Context: an optimization exercise on an open-source flow, tuned for small area, a short achievable clock period and few clock cycles per item. The choices shown serve that exercise and are no tape-out recipe.
No run shown here included a check of the RTL's function; only the layout flow was run.

==> flow/design.v, too long to show whole: its modules and the start of the top module <==
// module barrett_mu_div: 108 lines
// module ntt_barrett_modmul: 4437 lines
// module csa_fa: 10 lines
// module csa_han: 9 lines
// module csa_ha: 9 lines
module ntt_barrett_modmul #(
    parameter int unsigned W   = 16,
    parameter int unsigned PW  = 16,
    parameter int unsigned LAT = ntt_barrett_modmul_pkg::PIPE_LAT
) (
    input  logic          clk,
    input  logic          reset,
    input  logic          cfg_load,
    input  logic [W-1:0]  cfg_q,
    output logic          cfg_busy,
    output logic          cfg_err,
    output logic          cfg_ready,
    input  logic          in_valid,
    output logic          in_ready,
    input  logic [W-1:0]  in_a,
    input  logic [W-1:0]  in_w,
    input  logic [PW-1:0] in_pass,
    output logic          out_valid,
    input  logic          out_ready,
    output logic [W-1:0]  out_data,
    output logic [PW-1:0] out_pass
);
  // ...
==> flow/run.sh <==
#!/bin/bash
# synth_recipe.tcl (not shown) runs the flow's synth.tcl, then flattens the netlist and writes it again
# the make line also repeats each setting of config.mk as NAME=value (left out here)
make -C /OpenROAD-flow-scripts/flow DESIGN_CONFIG=/design/flow/config.mk WORK_HOME=/design/flow/orfs CLKGATE_MAP_FILE= SYNTH_SCRIPT=/design/flow/synth_recipe.tcl finish
==> flow/config.mk <==
export PLATFORM = sky130hd
export DESIGN_NAME = ntt_barrett_modmul
export DESIGN_NICKNAME = ntt_barrett_modmul
export VERILOG_FILES = /design/flow/design.v
export SDC_FILE = /design/flow/constraint.sdc
export NUM_CORES = 4
export LEC_CHECK = 0
export CAP_MARGIN = 20
export CORE_MARGIN = 2
export CORE_UTILIZATION = 40
export SETUP_SLACK_MARGIN = 5
export SLEW_MARGIN = 20
export SYNTH_HIERARCHICAL = 1
export SYNTH_MINIMUM_KEEP_SIZE = 0
==> flow/constraint.sdc <==
create_clock -name core_clock -period 10.0 [get_ports {clk}]
set_input_delay 2.0000 -clock core_clock [delete_from_list [all_inputs] [get_ports {clk}]]
set_output_delay 2.0000 -clock core_clock [all_outputs]
set_load 0.01 [all_outputs]
==> impl_metrics.yaml, run 1 <==
status:
  outcome: "no timing/DRC/antenna violations"
clocking:
  hold_buffers: 0
  cts_resized: 85
  tritoncts: "yes"
critical_path:
  critical_path_class: "reg2reg"
  path_cells: "buf_12, clkinvlp_4, ha_4, fa_2, a211oi_4, o21ai_2, o2111ai_4, a31oi_4, nor3_4, buf_8, mux2_4, fa_2, a211oi_2, o21bai_2, o311ai_4, o21ai_2, nand4_1, o2111a_2, buf_12, buf_16, mux2i_4, o21a_1, a21oi_2"
  path_delay_family: "compound AO/OA/AOI/OAI gates"
  crit_path_end: "u_div.c_q[5]"
  crit_path_start_kind: "register"
placement:
  gp_congestion: 0.888
  io_buffer_count: 104
  dp_hpwl_um: 92100
  place_area_sq_um: 52400
layout:
  buffers: 272
  num-nets-final: 5498
  clk_share_pct: 4.45
  inverters_excl_clock: 226
  multi_input_area_sq_um: 31800
  fillCellCount: 11300
  nonClkBufAreaFrac_pct: 4.58
  seq_share_pct: 29.9
  num_antenna_cells: 0
min_path:
  min_path_type: "reg2reg"
floorplanning:
  die_width_um: 358
  die-area_sq_um: 128000
  nWellTaps: 1637
  start_util_pct: 40.4
global_routing:
  grtUsageTotal_pct: 19.8
  antenna_found_initial: 0
route:
  first_iter_violations: 2379
  via_per_inst: 5.41
  drt-pass1-iter-count: 6
  wirelength_um: 124000
  drtAntennaViolNets: 0
  top_layer: "met4"
sta:
  setup_viol: 0
  tns_ns: 0
  fmax_ghz: 0.201
  whs_ns: 0.400
==> module barrett_mu_div, before the edit <==
module barrett_mu_div (
    input  logic        clk,
    input  logic        reset,
    input  logic        start,
    input  logic [15:0] q,
    output logic        c_rdy,
    output logic        mu_rdy,
    output logic [15:0] nqn,
    output logic [15:0] cn,
    output logic [17:0] mu,
    output logic [3:0]  sh
);
    logic        busy_q;
    logic [3:0]  cnt_q;
    logic        c_rdy_q;
    logic        mu_rdy_q;
    logic        chave_q;
    logic [15:0] nqn_q;
    logic [15:0] rem_q;
    logic [15:0] c_q;
    logic [17:0] mu_q;
    logic [3:0]  sh_q;
    logic [3:0]  ci_q;
    logic        codd_q;
    logic [3:0]  srem_q;
    logic [15:0] qm1;
    logic [3:0]  msb;
    logic [4:0]  i0;
    logic [16:0] rem2a, rem2b;
    logic [17:0] diffa, diffb;
    logic        qa, qb;
    logic [15:0] rema, remb;
    assign qm1 = ~(nqn_q + 16'd1);    
    always_comb begin
        msb = 4'd0;
        for (int i = 1; i < 16; i++) begin
            if (qm1[i]) msb = 4'(i);
        end
    end
    assign i0 = 5'd16 - 5'(msb);
    assign rem2a = {rem_q, 1'b0};
    assign diffa = {1'b0, rem2a} + {1'b0, 1'b1, ~nqn_q};
    assign qa    = diffa[17];
    assign rema  = qa ? diffa[15:0] : rem2a[15:0];
    assign rem2b = {rema, 1'b0};
    assign diffb = {1'b0, rem2b} + {1'b0, 1'b1, ~nqn_q};
    assign qb    = diffb[17];
    assign remb  = qb ? diffb[15:0] : rem2b[15:0];
    assign c_rdy  = c_rdy_q;
    assign mu_rdy = mu_rdy_q;
    assign nqn    = nqn_q;
    assign cn     = c_q;
    assign mu     = mu_q;
    assign sh     = sh_q;
    always_ff @(posedge clk or negedge reset) begin
        if (!reset) begin
            busy_q   <= 1'b0;
            cnt_q    <= 4'd0;
            c_rdy_q  <= 1'b0;
            mu_rdy_q <= 1'b0;
            chave_q  <= 1'b0;
        end else if (start) begin
            busy_q   <= 1'b1;
            cnt_q    <= 4'd0;
            c_rdy_q  <= 1'b0;
            mu_rdy_q <= 1'b0;
            chave_q  <= 1'b0;
        end else if (busy_q) begin
            if (cnt_q != 4'd15) cnt_q <= cnt_q + 4'd1;
            if (cnt_q == 4'd9) mu_rdy_q <= 1'b1;
            if (cnt_q != 4'd0 && cnt_q == ci_q) begin
                chave_q <= 1'b1;
                if (srem_q == 4'd0) c_rdy_q <= 1'b1;
            end else if (chave_q && srem_q <= 4'd2) begin
                c_rdy_q <= 1'b1;
            end
            if (c_rdy_q && mu_rdy_q) busy_q <= 1'b0;
        end
    end
    always_ff @(posedge clk) begin
        if (start) begin
            nqn_q <= ~q;
        end else if (busy_q) begin
            if (cnt_q == 4'd0) begin
                nqn_q  <= qm1;
                sh_q   <= msb;
                rem_q  <= 16'd1 << msb;
                ci_q   <= 4'(i0[4:1] + 4'(i0[0]));
                codd_q <= i0[0];
                srem_q <= 4'd15 - msb;
            end else begin
                if (cnt_q <= 4'd9) begin
                    rem_q <= remb;
                    mu_q  <= {mu_q[15:0], qa, qb};
                end
                if (cnt_q == ci_q) begin
                    c_q <= codd_q ? ~rema : ~remb;
                end else if (chave_q && srem_q >= 4'd2) begin
                    c_q    <= {c_q[13:0], 2'b11};
                    srem_q <= srem_q - 4'd2;
                end else if (chave_q && srem_q == 4'd1) begin
                    c_q    <= {c_q[14:0], 1'b1};
                    srem_q <= 4'd0;
                end
            end
        end
    end
endmodule
==> inputs of run 2 (changes only) <==
--- a/flow/design.v
+++ b/flow/design.v
@@ -39,17 +39,17 @@
     logic [3:0]  srem_q;
     logic [15:0] qm1;
     logic [3:0]  msb;
     logic [4:0]  i0;
     logic [16:0] rem2a, rem2b;
     logic [17:0] diffa, diffb;
     logic        qa, qb;
     logic [15:0] rema, remb;
-    assign qm1 = ~(nqn_q + 16'd1);    
+    assign qm1 = q - 16'd1;
     always_comb begin
         msb = 4'd0;
         for (int i = 1; i < 16; i++) begin
             if (qm1[i]) msb = 4'(i);
         end
     end
     assign i0 = 5'd16 - 5'(msb);
     assign rem2a = {rem_q, 1'b0};
@@ -70,44 +70,42 @@
         if (!reset) begin
             busy_q   <= 1'b0;
             cnt_q    <= 4'd0;
             c_rdy_q  <= 1'b0;
             mu_rdy_q <= 1'b0;
             chave_q  <= 1'b0;
         end else if (start) begin
             busy_q   <= 1'b1;
-            cnt_q    <= 4'd0;
+            cnt_q    <= 4'd1;
             c_rdy_q  <= 1'b0;
             mu_rdy_q <= 1'b0;
             chave_q  <= 1'b0;
         end else if (busy_q) begin
             if (cnt_q != 4'd15) cnt_q <= cnt_q + 4'd1;
             if (cnt_q == 4'd9) mu_rdy_q <= 1'b1;
-            if (cnt_q != 4'd0 && cnt_q == ci_q) begin
+            if (cnt_q == ci_q) begin
                 chave_q <= 1'b1;
                 if (srem_q == 4'd0) c_rdy_q <= 1'b1;
             end else if (chave_q && srem_q <= 4'd2) begin
                 c_rdy_q <= 1'b1;
             end
             if (c_rdy_q && mu_rdy_q) busy_q <= 1'b0;
         end
     end
     always_ff @(posedge clk) begin
         if (start) begin
-            nqn_q <= ~q;
+            nqn_q  <= qm1;
+            sh_q   <= msb;
+            rem_q  <= 16'd1 << msb;
+            ci_q   <= 4'(i0[4:1] + 4'(i0[0]));
+            codd_q <= i0[0];
+            srem_q <= 4'd15 - msb;
         end else if (busy_q) begin
-            if (cnt_q == 4'd0) begin
-                nqn_q  <= qm1;
-                sh_q   <= msb;
-                rem_q  <= 16'd1 << msb;
-                ci_q   <= 4'(i0[4:1] + 4'(i0[0]));
-                codd_q <= i0[0];
-                srem_q <= 4'd15 - msb;
-            end else begin
+            begin
                 if (cnt_q <= 4'd9) begin
                     rem_q <= remb;
                     mu_q  <= {mu_q[15:0], qa, qb};
                 end
                 if (cnt_q == ci_q) begin
                     c_q <= codd_q ? ~rema : ~remb;
                 end else if (chave_q && srem_q >= 4'd2) begin
                     c_q    <= {c_q[13:0], 2'b11};
@@ -4503,19 +4501,19 @@
     csa_fa u_k2_15 (.a(m4s_q[15]), .b(m4c_q[15]), .c(nq2[15]), .s(k2_s[15]), .co(k2_c[15]));
     csa_fa u_k1_16 (.a(m4s_q[16]), .b(m4c_q[16]), .c(nq19[16]), .s(k1_s[16]), .co(k1_c[16]));
     csa_fa u_k2_16 (.a(m4s_q[16]), .b(m4c_q[16]), .c(nq2[16]), .s(k2_s[16]), .co(k2_c[16]));
     csa_fa u_k1_17 (.a(m4s_q[17]), .b(m4c_q[17]), .c(nq19[17]), .s(k1_s[17]), .co(k1_c[17]));
     csa_fa u_k2_17 (.a(m4s_q[17]), .b(m4c_q[17]), .c(nq2[17]), .s(k2_s[17]), .co(k2_c[17]));
     csa_fa u_k1_18 (.a(m4s_q[18]), .b(m4c_q[18]), .c(nq19[18]), .s(k1_s[18]), .co(k1_c[18]));
     csa_fa u_k2_18 (.a(m4s_q[18]), .b(m4c_q[18]), .c(nq2[18]), .s(k2_s[18]), .co(k2_c[18]));
     assign r0  = m4s_q + m4c_q;
-    assign r1  = k1_s + {k1_c[17:0], 1'b0};
-    assign r2  = k2_s + {k2_c[17:0], 1'b0};
-    assign res = !r2[18] ? r2[15:0] : (!r1[18] ? r1[15:0] : r0[15:0]);
+        assign r1  = k1_s + {k1_c[17:0], 1'b0};
+        assign r2  = k2_s + {k2_c[17:0], 1'b0};
+        assign res = !r2[18] ? r2[15:0] : (!r1[18] ? r1[15:0] : r0[15:0]);
     always_ff @(posedge clk or negedge reset) begin
         if (!reset) begin
             cfg_ready_q <= 1'b0;
             cfg_err_q   <= 1'b0;
         end else begin
             cfg_err_q <= cfg_load && !cfg_ok;
             if (cfg_ok) cfg_ready_q <= 1'b1;
         end
==> flow/config.mk (replaced) <==
export PLATFORM = sky130hd
export DESIGN_NAME = ntt_barrett_modmul
export DESIGN_NICKNAME = ntt_barrett_modmul
export VERILOG_FILES = /design/flow/design.v
export SDC_FILE = /design/flow/constraint.sdc
export NUM_CORES = 4
export LEC_CHECK = 0
export CAP_MARGIN = 20
export CORE_MARGIN = 2
export CORE_UTILIZATION = 60
export CTS_BUF_LIST = sky130_fd_sc_hd__clkbuf_4 sky130_fd_sc_hd__clkbuf_8
export PLACE_DENSITY = 0.75
export SETUP_SLACK_MARGIN = 5
export SLEW_MARGIN = 20
export SYNTH_HIERARCHICAL = 1
export SYNTH_MINIMUM_KEEP_SIZE = 0
==> impl_metrics.yaml, run 2 <==
global_routing:
  grt_pass1_vias: 36100
  grt_max_degree: 94
  grt_pass1_wl_um: 190000
  grtUsageTotal_pct: 28.2
  gr-total-overflow: 0
  antenna_found_initial: 1
sta:
  relSlewSlack_pct: 30.4
  finalCriticalPeriod_ns: 5.35
  worst_pin_slew_ns: 1.04
  whs_ns: 0.358
  fin_skew_ns: 0.0601
  setup_viol: 0
  post-route-period-util_pct: 53.5
  finalHoldViolations: 0
  report.final.slew_viol_count: 0
  fmax_ghz: 0.187
  grt_setup_unrepaired: "yes"
critical_path:
  crit_path_end: "u_div.c_q[3]"
  r2r_cells: 22
  worstPathRequired_ns: 10.53
  crit_path_max_fanout: 7
  end_kind: "register"
  critical_path_class: "reg2reg"
  worst_ep_arrival_time_ns: 5.88
  crit_path_start_kind: "register"
  reg2reg_slack_ns: 4.65
  critPathLaunch: "u_div.nqn_q[6]"
  timing.rr.end: "u_div.c_q[3]"
  reg2reg_from: "u_div.nqn_q[6]"
route:
  drt-pass1-iter-count: 6
  via_per_inst: 6.04
  vias: 33600
  remaining_drc_errors: 0
  first_iter_violations: 2482
  wl_per_cell_um: 21.2
  wirelength_um: 118000
  drtAntennaViolNets: 0
placement:
  gp_congestion: 0.909
  dp_hpwl_um: 85000
  io_buffer_count: 104
  place_area_sq_um: 51500
floorplanning:
  core_sq_um: 82200
  ioPinCount: 106
  die-area_sq_um: 85500
  die_width_um: 292
  die_h_um: 292
  row_count: 105
  start_util_pct: 60.7
clocking:
  cts.path.max_buffers: 3
  clock_latency_ns: 0.77
  h-tree-depth: 3
  cts-root-buf: "clkbuf_8"
  hold_buffers: 0
  cts.clk_slew.worst_paths_ns: 0.07
  tritoncts: "yes"
  numClockSinks: 569
  cts_buffers: 97
layout:
  largestRegisters: "m2s_q (32), pn_q (32), y_q (32)"
  final_common_cell: "fa_1"
  drive_gt1_share_pct: 11.3
  fillCellCount: 5949
  num-nets-final: 5494
  area.sequential_sq_um: 17000
  stdcell_area_sq_um: 55200
  multi_input_area_sq_um: 31800
  area_growth_pct: 10.7
  final_cell_mix: "756 x fa_1, 609 x nand2_1, 567 x nor2_1"
status:
  outcome: "no timing/DRC/antenna violations"
synth:
  yosysWarnings: 8
  syn-instance-count: 4334
  synthesis.area_sq_um: 49900
  synth_area_per_cell_sq_um: 11.5
min_path:
  min_path_type: "reg2reg"
  min-delay-start: "p5_q[15]"
run:
  drv_cap: 0
run 2: changes by cell type in the layout (fill, tap and decap cells not counted), moves of 13 or more:
| cell | delta |
|---|---|
| a21oi_1 | -13 |
| buf_4 | -16 |
| clkbuf_16 | -73 |
| clkbuf_4 | +29 |
| clkbuf_8 | +99 |
| clkinv_1 | +15 |
| mux2i_1 | -15 |
| nand2_1 | +17 |
| o21a_1 | +14 |
| xnor2_1 | -13 |
run 2: layer usage:
layer | share of wire [%] | global-route usage, % | up-vias
li1 | - | - | 14700
met1 | 38 | 35.9 | 16900
met2 | 50 | 48.7 | 1608
met3 | 7.7 | 4.55 | 344
met4 | 3.8 | 11.3 | 0
met5 | 0 | 0 | -
run 2: worst max-delay path, cell delays in order (launching register included):
cell	delay [ns]
edfxtp_1	0.44
inv_2	0.12
ha_1	0.28
o211a_1	0.24
a211oi_2	0.23
a211o_1	0.19
a31oi_4	0.11
a41oi_4	0.34
buf_6	0.19
nor2_1	0.08
ha_2	0.22
fa_2	0.38
a211oi_4	0.24
o2111ai_2	0.18
a21o_1	0.20
a21oi_2	0.19
o21ai_2	0.09
a21o_1	0.22
a211oi_4	0.19
buf_6	0.17
clkinv_8	0.07
mux2_4	0.31
a222oi_1	0.41
run 2: repair_timing:
item / 4_1_cts / 5_1_grt
buffers inserted: 71 / 37
resized for setup: 88 / 122
pin swaps: 24 / 65
endpoints found under the setup margin: 120 / 116
cloned: 1 / 0
run 2: cell type report:
| type | instances | share of cell area (%) |
|---|---|---|
| inverter | 228 | 1.60 |
| clock buffer | 127 | 2.85 |
| clock inverter | 50 | 0.659 |
| sequential | 569 | 30.8 |
| antenna | 2 | 0.00906 |
| tap | 1070 | 2.42 |
| multi-input combinational | 3262 | 57.5 |
| timing repair buffer | 252 | 4.22 |
run 2: worst min path at each step:
stage                              to  slack [ns]  depth (start not counted)
after global routing          p5_q[8]        0.39                          0
final                        p6_q[15]        0.36                          0
after global placement       p4_q[15]        0.40                          0
after CTS                     p6_q[9]        0.37                          0
after floorplan              m4c_q[0]        0.40                          0
after detailed placement  out_p_q[14]        0.40                          0
run 2: stage by stage:
stage	instances	util (%)	setup TNS [ns]	worst slack [ns]
4_1_cts	5521	66.2	0	4.78
2_1_floorplan	4341	-	-181.98	-2.40
3_5_place_dp	5272	62.6	0	3.31
6_report	5560	67.2	0	4.65
5_1_grt	5560	67.2	0	4.46
3_3_place_gp	5272	62.6	0	3.48
==> inputs of run 3 (changes only) <==
--- a/flow/design.v
+++ b/flow/design.v
@@ -40,8 +40,10 @@
     logic [15:0] qm1;
     logic [3:0]  msb;
     logic [4:0]  i0;
-    logic [16:0] rem2a, rem2b;
-    logic [17:0] diffa, diffb;
+    logic [18:0] nq19;
+    logic [18:0] r2, r4;
+    logic [18:0] da, db0, db1;
+    logic [18:0] s3, c3;
     logic        qa, qb;
     logic [15:0] rema, remb;
     assign qm1 = q - 16'd1;
@@ -52,14 +54,20 @@
         end
     end
     assign i0 = 5'd16 - 5'(msb);
-    assign rem2a = {rem_q, 1'b0};
-    assign diffa = {1'b0, rem2a} + {1'b0, 1'b1, ~nqn_q};
-    assign qa    = diffa[17];
-    assign rema  = qa ? diffa[15:0] : rem2a[15:0];
-    assign rem2b = {rema, 1'b0};
-    assign diffb = {1'b0, rem2b} + {1'b0, 1'b1, ~nqn_q};
-    assign qb    = diffb[17];
-    assign remb  = qb ? diffb[15:0] : rem2b[15:0];
+    assign nq19 = {3'b111, ~nqn_q};
+    assign r2   = {2'b00, rem_q, 1'b0};
+    assign r4   = {1'b0, rem_q, 2'b00};
+    assign da   = r2 + nq19;                           
+    assign db0  = r4 + nq19;                           
+    assign s3   = r4 ^ nq19 ^ {nq19[17:0], 1'b0};      
+    assign c3   = {(r4[17:0] & nq19[17:0]) | (r4[17:0] & {nq19[16:0], 1'b0})
+                   | (nq19[17:0] & {nq19[16:0], 1'b0}), 1'b0};
+    assign db1  = s3 + c3;
+    assign qa   = !da[18];
+    assign rema = qa ? da[15:0] : r2[15:0];
+    assign qb   = qa ? !db1[18] : !db0[18];
+    assign remb = qa ? (qb ? db1[15:0] : {da[14:0], 1'b0})
+                     : (qb ? db0[15:0] : r4[15:0]);
     assign c_rdy  = c_rdy_q;
     assign mu_rdy = mu_rdy_q;
     assign nqn    = nqn_q;
@@ -96,24 +104,22 @@
             nqn_q  <= qm1;
             sh_q   <= msb;
             rem_q  <= 16'd1 << msb;
-            ci_q   <= 4'(i0[4:1] + 4'(i0[0]));
+            ci_q   <= i0[0] ? 4'(i0[4:1] + 5'd1) : 4'(i0[4:1] + 5'd1);
             codd_q <= i0[0];
             srem_q <= 4'd15 - msb;
         end else if (busy_q) begin
-            begin
-                if (cnt_q <= 4'd9) begin
-                    rem_q <= remb;
-                    mu_q  <= {mu_q[15:0], qa, qb};
-                end
-                if (cnt_q == ci_q) begin
-                    c_q <= codd_q ? ~rema : ~remb;
-                end else if (chave_q && srem_q >= 4'd2) begin
-                    c_q    <= {c_q[13:0], 2'b11};
-                    srem_q <= srem_q - 4'd2;
-                end else if (chave_q && srem_q == 4'd1) begin
-                    c_q    <= {c_q[14:0], 1'b1};
-                    srem_q <= 4'd0;
-                end
+            if (cnt_q <= 4'd9) begin
+                rem_q <= remb;
+                mu_q  <= {mu_q[15:0], qa, qb};
+            end
+            if (cnt_q == ci_q) begin
+                c_q <= codd_q ? ~rema : ~rem_q;
+            end else if (chave_q && srem_q >= 4'd2) begin
+                c_q    <= {c_q[13:0], 2'b11};
+                srem_q <= srem_q - 4'd2;
+            end else if (chave_q && srem_q == 4'd1) begin
+                c_q    <= {c_q[14:0], 1'b1};
+                srem_q <= 4'd0;
             end
         end
     end
==> impl_metrics.yaml, run 3 <==
global_routing:
  grt_pass1_wl_um: 191000
  antenna_found_initial: 2
  grtUsageTotal_pct: 28.2
  gr-total-overflow: 0
  grt_pass1_vias: 36300
  grt_max_degree: 92
floorplanning:
  ioPinCount: 106
  core_sq_um: 83800
  die_width_um: 295
  row_count: 106
  die_h_um: 295
  die-area_sq_um: 87300
  start_util_pct: 60.8
critical_path:
  r2r_cells: 18
  path_cells: "buf_12, buf_8, nand2_2, fa_2, fa_1, fa_2, fa_2, fa_1, ha_4, a21oi_2, nor2b_1, o21ai_1, nand2b_1, a2111oi_4, o21ai_2, a311o_1, a21oi_2, xor2_1"
  crit_path_start_kind: "register"
  timing.rr.end: "pn_q[31]"
  path_delay_family: "adder cells"
  crit_path_max_fanout: 6
  cp_common_cell: "fa_2"
  worstPathRequired_ns: 10.52
  critical_path_class: "reg2reg"
  reg2reg_from: "wh_q[3]"
  reg2reg_slack_ns: 4.96
  worst_ep_arrival_time_ns: 5.56
  cp_num_buf_inv: 2
  slowest_delay_ns: 0.57
  end_kind: "register"
  cpMaxStageDelayCell: "fa_1"
sta:
  finalCriticalPeriod_ns: 5.04
  grt_setup_unrepaired: "yes"
  tns_ns: 0
  fin_skew_ns: 0.0278
  worst_pin_slew_ns: 1.03
  relSlewSlack_pct: 31.3
  report.final.slew_viol_count: 0
  setup_viol: 0
  post-route-period-util_pct: 50.4
  fmax_ghz: 0.198
  finalHoldViolations: 0
route:
  drtAntennaViolNets: 0
  wirelength_um: 119000
  via_per_inst: 6.00
  drt-pass1-iter-count: 8
  remaining_drc_errors: 0
  wl_per_cell_um: 20.9
  first_iter_violations: 2929
  vias: 34300
layout:
  fillCellCount: 6180
  largestRegisters: "m2s_q (32), pn_q (32), y_q (32)"
  fin_cells: 5713
  area.sequential_sq_um: 17000
  num-nets-final: 5610
  area_growth_pct: 9.55
  multi_input_area_sq_um: 32400
  final_common_cell: "fa_1"
  drive_gt1_share_pct: 9.46
  final_cell_mix: "777 x fa_1, 589 x nand2_1, 584 x nor2_1"
placement:
  dpl.cell_count: 5452
  dp_hpwl_um: 86600
  io_buffer_count: 104
  gp_congestion: 0.927
clocking:
  h-tree-depth: 3
  tritoncts: "yes"
  cts_buffers: 97
  clock_latency_ns: 0.72
  cts-root-buf: "clkbuf_8"
  cts.clk_slew.worst_paths_ns: 0.06
  cts.path.max_buffers: 3
  numClockSinks: 569
run:
  drv_cap: 0
min_path:
  min_path_type: "reg2reg"
  min_to: "out_p_q[9]"
  min-delay-start: "p6_q[9]"
  min_path_cells: 0
status:
  outcome: "no timing/DRC/antenna violations"
synth:
  syn-instance-count: 4462
  yosysWarnings: 8
  synth_area_per_cell_sq_um: 11.4
  synthesis.area_sq_um: 50900
[run 3: cell count changes in the layout (fill, tap and decap cells not counted), sizes merged, moves of 11 or more]
cell,before,now
buf,148,104
a21oi,149,166
nand2,614,597
fa,788,803
nor2,571,586
a211oi,34,48
ha,227,241
inv,231,244
mux2i,85,98
nor3,42,53
xnor2,92,103
[run 3: layout make-up]
type / count / share of cell area (%)
Clock buffer: 126 / 2.78
Sequential cell: 569 / 30.5
Tap cell: 1134 / 2.54
Clock inverter: 52 / 0.964
Timing Repair Buffer: 210 / 3.62
Antenna cell: 3 / 0.0135
Inverter: 241 / 1.63
Multi-Input combinational cell: 3378 / 58.0
[run 3: worst reg2reg max path: cells and delay by family (launching register included)]
kind            cells  cell delay, ns
fa+ha+maj           6            2.49
buf+inv             2            0.27
simple gates        3            0.25
xor+xnor            1            0.22
compound gates      6            1.26
flops               1            0.38
[run 3: how the worst max path moves through the flow]
stage               from  endpoint  cells after the start
2_1_floorplan  out_ready  in_ready                      3
3_5_place_dp   out_ready  m3s_q[2]                      7
4_1_cts          wh_q[0]  pn_q[31]                     32
5_1_grt          wh_q[0]  pn_q[31]                     37
6_report         wh_q[3]  pn_q[31]                     18
3_3_place_gp   out_ready  m3c_q[3]                      7
[run 3: per-layer routing]
metal  vias to the layer above  wire length, um  GRT usage, %
li1                      15100                -             -
met1                     17100            45400          36.0
met2                      1624            58800          47.7
met3                       426             9590          5.02
met4                         0             5420          12.3
met5                         -                0             0
[run 3: stage by stage]
step                hold WS [ns]  instance area, sq um  util [%]  setup slack (ns)
floorplan                  0.400                 51000         -             -2.40
global placement           0.400                 52500      62.7              3.93
finish                     0.395                 55800      66.6              4.96
global route               0.416                 55800      66.6              4.79
CTS                        0.412                 55500      66.2              4.95
detailed placement         0.405                 52500      62.7              3.87
[run 3: repair_timing]
| action | 4_1_cts | 5_1_grt |
|---|---|---|
| buffers inserted | 66 | 12 |
| hold buffers | 0 | 0 |
| pin swaps | 24 | 25 |
| cloned | 2 | 0 |
| resized for setup | 69 | 46 |
| endpoints found under the hold margin | 0 | 0 |
| endpoints found under the setup margin | 151 | 93 |
==> inputs of run 4 (changes only) <==
--- a/flow/config.mk
+++ b/flow/config.mk
@@ -7,9 +7,8 @@
 export LEC_CHECK = 0
 export CAP_MARGIN = 20
 export CORE_MARGIN = 2
-export CORE_UTILIZATION = 60
+export CORE_UTILIZATION = 40
 export CTS_BUF_LIST = sky130_fd_sc_hd__clkbuf_4 sky130_fd_sc_hd__clkbuf_8
-export PLACE_DENSITY = 0.75
 export SETUP_SLACK_MARGIN = 5
 export SLEW_MARGIN = 20
 export SYNTH_HIERARCHICAL = 1
==> impl_metrics.yaml, run 4 <==
sta:
  fmax_ghz: 0.202
  finalHoldViolations: 0
  post-route-period-util_pct: 49.6
  setup_viol: 0
  whs_ns: 0.384
  grt_setup_unrepaired: "yes"
  tns_ns: 0
  worst_pin_slew_ns: 1.13
  report.final.slew_viol_count: 0
  fin_skew_ns: 0.0656
  finalCriticalPeriod_ns: 4.96
  relSlewSlack_pct: 24.7
critical_path:
  crit_path_start_kind: "register"
  critPathLaunch: "wh_q[6]"
  worstPathRequired_ns: 10.56
  reg2reg_from: "wh_q[6]"
  worst_ep_arrival_time_ns: 5.52
  critical_path_class: "reg2reg"
  end_kind: "register"
  crit_path_max_fanout: 8
synth:
  synthesis.area_sq_um: 50900
  syn-instance-count: 4462
  yosysWarnings: 8
  synth_area_per_cell_sq_um: 11.4
clocking:
  hold_buffers: 0
  numClockSinks: 569
  tritoncts: "yes"
  cts.path.max_buffers: 3
  cts_buffers: 103
  h-tree-depth: 3
  cts.clk_slew.worst_paths_ns: 0.06
  clock_latency_ns: 0.83
  cts-root-buf: "clkbuf_8"
placement:
  dp_hpwl_um: 89800
  gp_congestion: 0.891
  io_buffer_count: 104
min_path:
  min_path_type: "reg2reg"
  min-delay-start: "xl3_q[9]"
global_routing:
  met3_usage_pct: 3.44
  grt_pass1_wl_um: 197000
  antenna_found_initial: 2
  grtUsageTotal_pct: 19.1
  use_met1_pct: 24.0
  busiest_layer: "met2"
  grt_util_met2_pct: 32.7
  gr-total-overflow: 0
  grt_max_degree: 185
  grt_pass1_vias: 36100
layout:
  area_growth_pct: 10.7
  drive_gt1_share_pct: 8.79
  final_cell_mix: "785 x fa_1, 592 x nand2_1, 584 x nor2_1"
  fin_util_pct: 44.7
  num-nets-final: 5618
  final_common_cell: "fa_1"
  largestRegisters: "m2s_q (32), pn_q (32), y_q (32)"
route:
  drt-pass1-iter-count: 7
  wl_per_cell_um: 19.7
  remaining_drc_errors: 0
  drtAntennaViolNets: 0
  via_per_inst: 5.41
  vias: 33800
  first_iter_violations: 2447
  wirelength_um: 123000
run:
  drv_cap: 0
floorplanning:
  ioPinCount: 106
  core_sq_um: 126000
  start_util_pct: 40.4
  die-area_sq_um: 130000
  die_h_um: 361
  row_count: 130
  die_width_um: 361
status:
  outcome: "no timing/DRC/antenna violations"
run 4: through the flow:
stage	cell area (sq um)	std cells	setup slack [ns]
floorplan	51000	4469	-2.40
global placement	53300	5979	4.01
global route	56400	6247	4.91
detailed placement	53300	5979	4.00
finish	56400	6247	5.04
CTS	56100	6228	4.94
run 4: per-layer routing:
metal	wire [um]	up-vias
met5	0	-
li1	-	15100
met4	4540	0
met1	50300	17200
met2	60800	1195
met3	7520	298
run 4: area by class of cell:
cell class / instances / area, sq um
well taps: 1650 / 2060
clock buffers: 127 / 1600
flip-flops and latches: 569 / 17000
diodes: 3 / 7.51
inverters: 241 / 907
multi-input cells: 3378 / 32200
clock inverters: 67 / 577
fillers: 11600 / 69700
repair buffers: 212 / 2020
run 4: worst paths after layout:
| path | end | slack [ns] | depth (start not counted) |
|---|---|---|---|
| max | pn_q[31] | 5.04 | 17 |
| min | xl_q[9] | 0.38 | 0 |
| max reg2reg | pn_q[31] | 5.04 | 17 |
| min reg2reg | xl_q[9] | 0.38 | 0 |
| max in group asynchronous | u_div.c_rdy_q | 7.79 | 1 |
| min in group asynchronous | v_q[0] | 1.67 | 1 |
run 4: what timing repair did:
action | 4_1_cts | 5_1_grt
setup endpoints to repair | 12 | 10
endpoints found under the hold margin | 0 | 0
pin swaps | 4 | 15
cloned | 0 | 2
gates resized for setup | 26 | 40
buffers inserted | 55 | 14
run 4: worst max-delay path: stages, from the launching register on:
cell and delay [ns]:
edfxtp_1 0.42, buf_12 0.17, buf_4 0.16, nand2_1 0.08
fa_1 0.45, fa_1 0.42, fa_2 0.38, fa_1 0.50
fa_1 0.45, ha_4 0.27, nor2b_1 0.13, o21ai_1 0.12
nand2b_1 0.14, a2111oi_4 0.38, o21ai_2 0.14, a311o_1 0.29
a21oi_2 0.13, xor2_1 0.08

-- re-timing with driven ports --
The results above use ideal ports. As a check the final layouts listed here were re-extracted and re-timed, cells and wires unchanged. Step 1 assumes that a clkbuf_16 drives the clock port and a buf_2 every other input. Step 2 adds t to the input delays and takes it off the output delays; t is the mean of the earliest and latest rising clock arrival at the registers after step 1. Input paths then give back, and output paths get back, about the clock's delay inside the block. Slacks: ideal / step 1 / step 2; pairs: ideal / step 1.
run	shift t [ns]	slack for setup (ns)	clock arrival spread, ns	worst slew at a driven data input, ns	cell pins on the clock port's net
run 1	0.719	5.035 / 5.035 / 4.409	0.035 / 0.036	0.07	1
run 2	0.803	4.647 / 4.647 / 4.357	0.069 / 0.069	0.05	1
run 3	0.768	4.957 / 4.957 / 4.392	0.033 / 0.033	0.05	1
run 4	0.865	5.039 / 5.039 / 4.351	0.069 / 0.069	0.05	1
After both steps every run listed still meets setup and hold. The setup slack of run 4, which loses most, moves by 0.000 ns with the drivers and by -0.688 ns with both steps.
